This is an optimization exercise on Yosys and OpenROAD, whose aim is small area, not a production implementation.
Function was checked by simulation only, so behaviour that the tests miss may differ from the original.

## job 101
## arithmetic_unit
module arithmetic_unit
(
  input  logic        clk,
  input  logic        rst,
  input  logic [31:0] a,
  input  logic [31:0] b,
  input  logic [2:0]  op,
  output logic [63:0] out
);
clock: 18.0 ns
lec_check: 0
abc_area: 1
cap_margin: 20
core_margin: 2
core_utilization: 50
cts_buf_list: sky130_fd_sc_hd__clkbuf_8
setup_slack_margin: 0.1
slew_margin: 20
standard.sh (not shown) runs the stock make flow with config.mk's settings and CLKGATE_MAP_FILE= SYNTH_SCRIPT=/design/flow/synth_recipe.tcl, a recipe that flattens the netlist after the stock synthesis.
==> flow/flow/run.sh <==
#!/bin/bash
# Own flow: the standard layout, except that Yosys's generic synthesis skips its
# early "abc -fast" pass (synth -noabc). That pass rewrites the full-adder logic in
# inverted forms, so extract_fa then leaves inverters between the adder cells; the final
# technology-mapping abc pass still runs. The flip-flops get back the names the standard
# synthesis gives them (flow/fixregs.py), so they pair with the reference by name.
# The final technology mapping uses flow/abc_area_map.script, an area-oriented ABC
# mapping (dch -f; amap) in place of ORFS's abc_area.script (dch; map -B 0.9).
# Every input and output port still gets its buffer, a plain buf_1 instead of the delay
# cell that buffer_ports picks by default.
set -euo pipefail
W=$(pwd)
sed -e 's#^  log_cmd abc {\*}$abc_args#  log_cmd abc {*}[lreplace $abc_args 1 1 '"$W"'/flow/abc_area_map.script]#' \
  "$FLOW_HOME/scripts/synth.tcl" > flow_synth_main.tcl
grep -q abc_area_map.script flow_synth_main.tcl
sed -e 's/yosys synth -nofsm -noshare /yosys synth -nofsm -noshare -noabc /' \
  -e "s#source \$::env(SCRIPTS_DIR)/synth.tcl#source $W/flow_synth_main.tcl#" synth_recipe.tcl > flow_synth.tcl
grep -q flow_synth_main.tcl flow_synth.tcl
grep -q -- '-noabc' flow_synth.tcl
echo "exec python3 $W/flow/fixregs.py \$::env(RESULTS_DIR)/1_2_yosys.v" >> flow_synth.tcl
sed -e "s#$W/synth_recipe.tcl#$W/flow_synth.tcl#" standard.sh > flow_standard.sh
grep -q flow_synth.tcl flow_standard.sh
bash flow_standard.sh "BUFFER_PORTS_ARGS=-buffer_cell sky130_fd_sc_hd__buf_1" finish > flow_make.log 2>&1
==> flow/flow/abc_area_map.script <==
strash
dch -f
amap
topo
stime -c
buffer -c
upsize -c
dnsize -c
==> flow/flow/fixregs.py <==
#!/usr/bin/env python3
"""Give each output flip-flop the name the standard synthesis gives it:
the flip-flop whose Q drives out[k] becomes \\out_q[k]$_SDFF_PP0_ ."""
import re
import sys

path = sys.argv[1]
text = open(path).read()
pat = re.compile(r'(sky130_fd_sc_hd__dfxtp_\d+\s+)(\\\S+\s|\S+)(\s*\((?:[^;]*?)\.Q\(out\[(\d+)\]\)\s*\);)', re.S)
names = set()
count = 0


def sub(m):
    global count
    k = int(m.group(4))
    new = "\\out_q[%d]$_SDFF_PP0_ " % k
    assert new not in names
    names.add(new)
    count += 1
    return m.group(1) + new + m.group(3)


text = pat.sub(sub, text)
open(path, "w").write(text)
print("fixregs: named %d flip-flops" % count)
Relative to job 101, the following input files were edited for job 102:
- SETUP_SLACK_MARGIN now 0.3, was 0.1
## What came out
From job 101 to job 102 the numbers moved as follows: footprint of the multi-input gates level; sum of routed wire segments on met1 went up.
Each of the runs, namely job 101 and job 102, reached the end of the flow and came out clean.
Setup changes, job 102 to job 103
- clearing SETUP_SLACK_MARGIN, which used to be 0.3
### Flow results
- Job 102 reached the end of the flow, and the finished layout is clean on the timing, design-rule and antenna checks.
- Every stage of the flow completed for job 103, and the final layout passed the timing, design-rule and antenna checks.
- Job 103 leaves less setup margin than job 102.
- Diff job 102 -> job 103: non-filler instance count after layout went down 0.36%, share of cells above drive strength 1 lost 0.76 points, met1 layer wirelength in the final routing decreased 1.1%.
- Combined flip-flop and latch cell area: job 102 vs job 103 identical
- Summary: area of all placed cells without fillers, job 103 better than job 102
- For the non-clock buffer contribution to total cell area, job 103 came in 0.43 points lower than job 102 did.
- Looking at job 103 and job 102, the detailed-route wire length per cell is a wash.
- Cmp job 103 vs job 102: utilization after layout lower in job 103
> inputs changed (job 103 -> job 104)
- CAP_MARGIN now 5, was 20
- SLEW_MARGIN now 5, was 20
- SETUP_SLACK_MARGIN now 0.3, previously not set
- CTS_BUF_LIST no longer set, was sky130_fd_sc_hd__clkbuf_8
Findings:
Summary of job 104 over job 103: filler-free cell count of the finished design has increased, area growth from synthesis to layout went up by 1.1 points, final area shows an increase of 1.1%. Job 104: worst setup slack after layout is 320 ps higher than what job 103 reported. Compared job 104 against job 103; wire length of the first global-routing pass within noise. As far as total of cells resized after clock tree synthesis goes, job 103 and job 104 are indistinguishable; the numbers are identical. When job 104 is measured against job 103, its via count turns out 344 higher. Looking at number of fill cells, job 104 sits 28 lower than job 103 does.
## Diff of input files: job 105 against job 104
- SETUP_SLACK_MARGIN changed from 0.3 to 0.5
- CAP_MARGIN changed from 5 to 20
- SLEW_MARGIN changed from 5 to 20
Notes after the runs:
- Measured against each other, job 105 and job 104 differ in final period demand of the worst path, the higher figure coming from job 104.
- Taking job 104 as the reference, in job 105 pin slew with the least headroom to its limit dropped 70 ps; fmax now larger; final cell count roughly the same.
- Looking at cell at the slowest stage of the critical path, the sky130_fd_sc_hd__fa_1 result is from job 104; the sky130_fd_sc_hd__buf_4 one comes from job 105.


Another version of the RTL of arithmetic_unit (not shown whole).
Size in the first run: about 64 flip-flops, about 130 I/O pins, ~35000 sq um of cells after synthesis.
make LEC_CHECK=0 ABC_AREA=1 CAP_MARGIN=20 CORE_MARGIN=2 CORE_UTILIZATION=65 SLEW_MARGIN=20 finish   # period 18.0 ns
run.sh (not shown) runs the stock make flow with config.mk's settings and CLKGATE_MAP_FILE= SYNTH_SCRIPT=/design/flow/synth_recipe.tcl, a recipe that flattens the netlist after the stock synthesis.
Stock flow here: none of the scripts above is used.
Edit:
==> flow/flow/run.sh (new file) <==
#!/bin/bash
# Own flow: the standard layout, except that Yosys's generic synthesis skips its
# early "abc -fast" pass (synth -noabc). That pass rewrites the full-adder logic in
# inverted forms, so extract_fa then leaves inverters between the adder cells; the final
# technology-mapping abc pass still runs. The flip-flops get back the names the standard
# synthesis gives them (flow/fixregs.py), so they pair with the reference by name.
set -euo pipefail
W=$(pwd)
sed -e 's/yosys synth -nofsm -noshare /yosys synth -nofsm -noshare -noabc /' synth_recipe.tcl > flow_synth.tcl
grep -q -- '-noabc' flow_synth.tcl
echo "exec python3 $W/flow/fixregs.py \$::env(RESULTS_DIR)/1_2_yosys.v" >> flow_synth.tcl
sed -e "s#$W/synth_recipe.tcl#$W/flow_synth.tcl#" standard.sh > flow_standard.sh
grep -q flow_synth.tcl flow_standard.sh
bash flow_standard.sh finish > flow_make.log 2>&1
==> flow/flow/fixregs.py (new file) <==
#!/usr/bin/env python3
"""Give each output flip-flop the name the standard synthesis gives it:
the flip-flop whose Q drives out[k] becomes \\out_q[k]$_SDFF_PP0_ ."""
import re
import sys

path = sys.argv[1]
text = open(path).read()
pat = re.compile(r'(sky130_fd_sc_hd__dfxtp_\d+\s+)(\\\S+\s|\S+)(\s*\((?:[^;]*?)\.Q\(out\[(\d+)\]\)\s*\);)', re.S)
names = set()
count = 0


def sub(m):
    global count
    k = int(m.group(4))
    new = "\\out_q[%d]$_SDFF_PP0_ " % k
    assert new not in names
    names.add(new)
    count += 1
    return m.group(1) + new + m.group(3)


text = pat.sub(sub, text)
open(path, "w").write(text)
print("fixregs: named %d flip-flops" % count)
==> flow/standard.sh (new file) <==
#!/bin/bash
# synth_recipe.tcl (not shown) runs the flow's synth.tcl, then flattens the netlist and writes it again
# the make line also repeats each setting of config.mk as NAME=value (left out here)
make -C /OpenROAD-flow-scripts/flow DESIGN_CONFIG=/design/flow/config.mk WORK_HOME=/design/flow/orfs CLKGATE_MAP_FILE= SYNTH_SCRIPT=/design/flow/synth_recipe.tcl "${@:-finish}"
removed: flow/run.sh
What happened: Worst setup slack stays flat; wire length rises by 1.7%; cell count falls by 6.3%; final area falls by 4.4%; synthesized cell count falls by 7.1%; first-iteration DRC count rises by 30%; sequential share of layout area rises by 0.16 points.

[static timing again, ports no longer ideal]
How much do the figures lean on ideal ports? The routed layouts below were timed once more, with nothing changed but the port constraints. Step 1 (the two cells are an assumption about what drives the block):
set clk [get_ports {clk}]
set_driving_cell -lib_cell sky130_fd_sc_hd__clkbuf_16 $clk
set_driving_cell -lib_cell sky130_fd_sc_hd__buf_2 [delete_from_list [all_inputs] $clk]
Step 2 adds t to the input delays and takes it off the output delays; t is the mean of the earliest and latest rising clock arrival at the registers after step 1. Input paths then give back, and output paths get back, about the clock's delay inside the block. Three values: ideal ports, drivers, drivers and shift; two values: the first two.
run | shift t [ns] | slack for setup (ns) | worst setup path at the end | clock arrival spread, ns
job 101 | 0.391 | 0.941 / 0.918 / 0.527 | input to register | 0.010 / 0.010
job 102 | 0.386 | 1.054 / 1.056 / 0.670 | input to register | 0.009 / 0.010
job 103 | 0.392 | 0.759 / 0.736 / 0.344 | input to register | 0.010 / 0.010
job 104 | 0.376 | 1.078 / 1.036 / 0.660 | input to register | 0.006 / 0.006
job 105 | 0.376 | 1.243 / 1.257 / 0.882 | input to register | 0.005 / 0.005
the first run of note 2 | 0.436 | 0.947 / 0.977 / 0.541 | input to register | 0.022 / 0.022
the second run of note 2 | 0.373 | 0.944 / 0.965 / 0.592 | input to register | 0.010 / 0.010
After both steps every run listed still meets setup and hold. The setup slack of job 104, which loses most, moves by -0.042 ns with the drivers and by -0.418 ns with both steps.
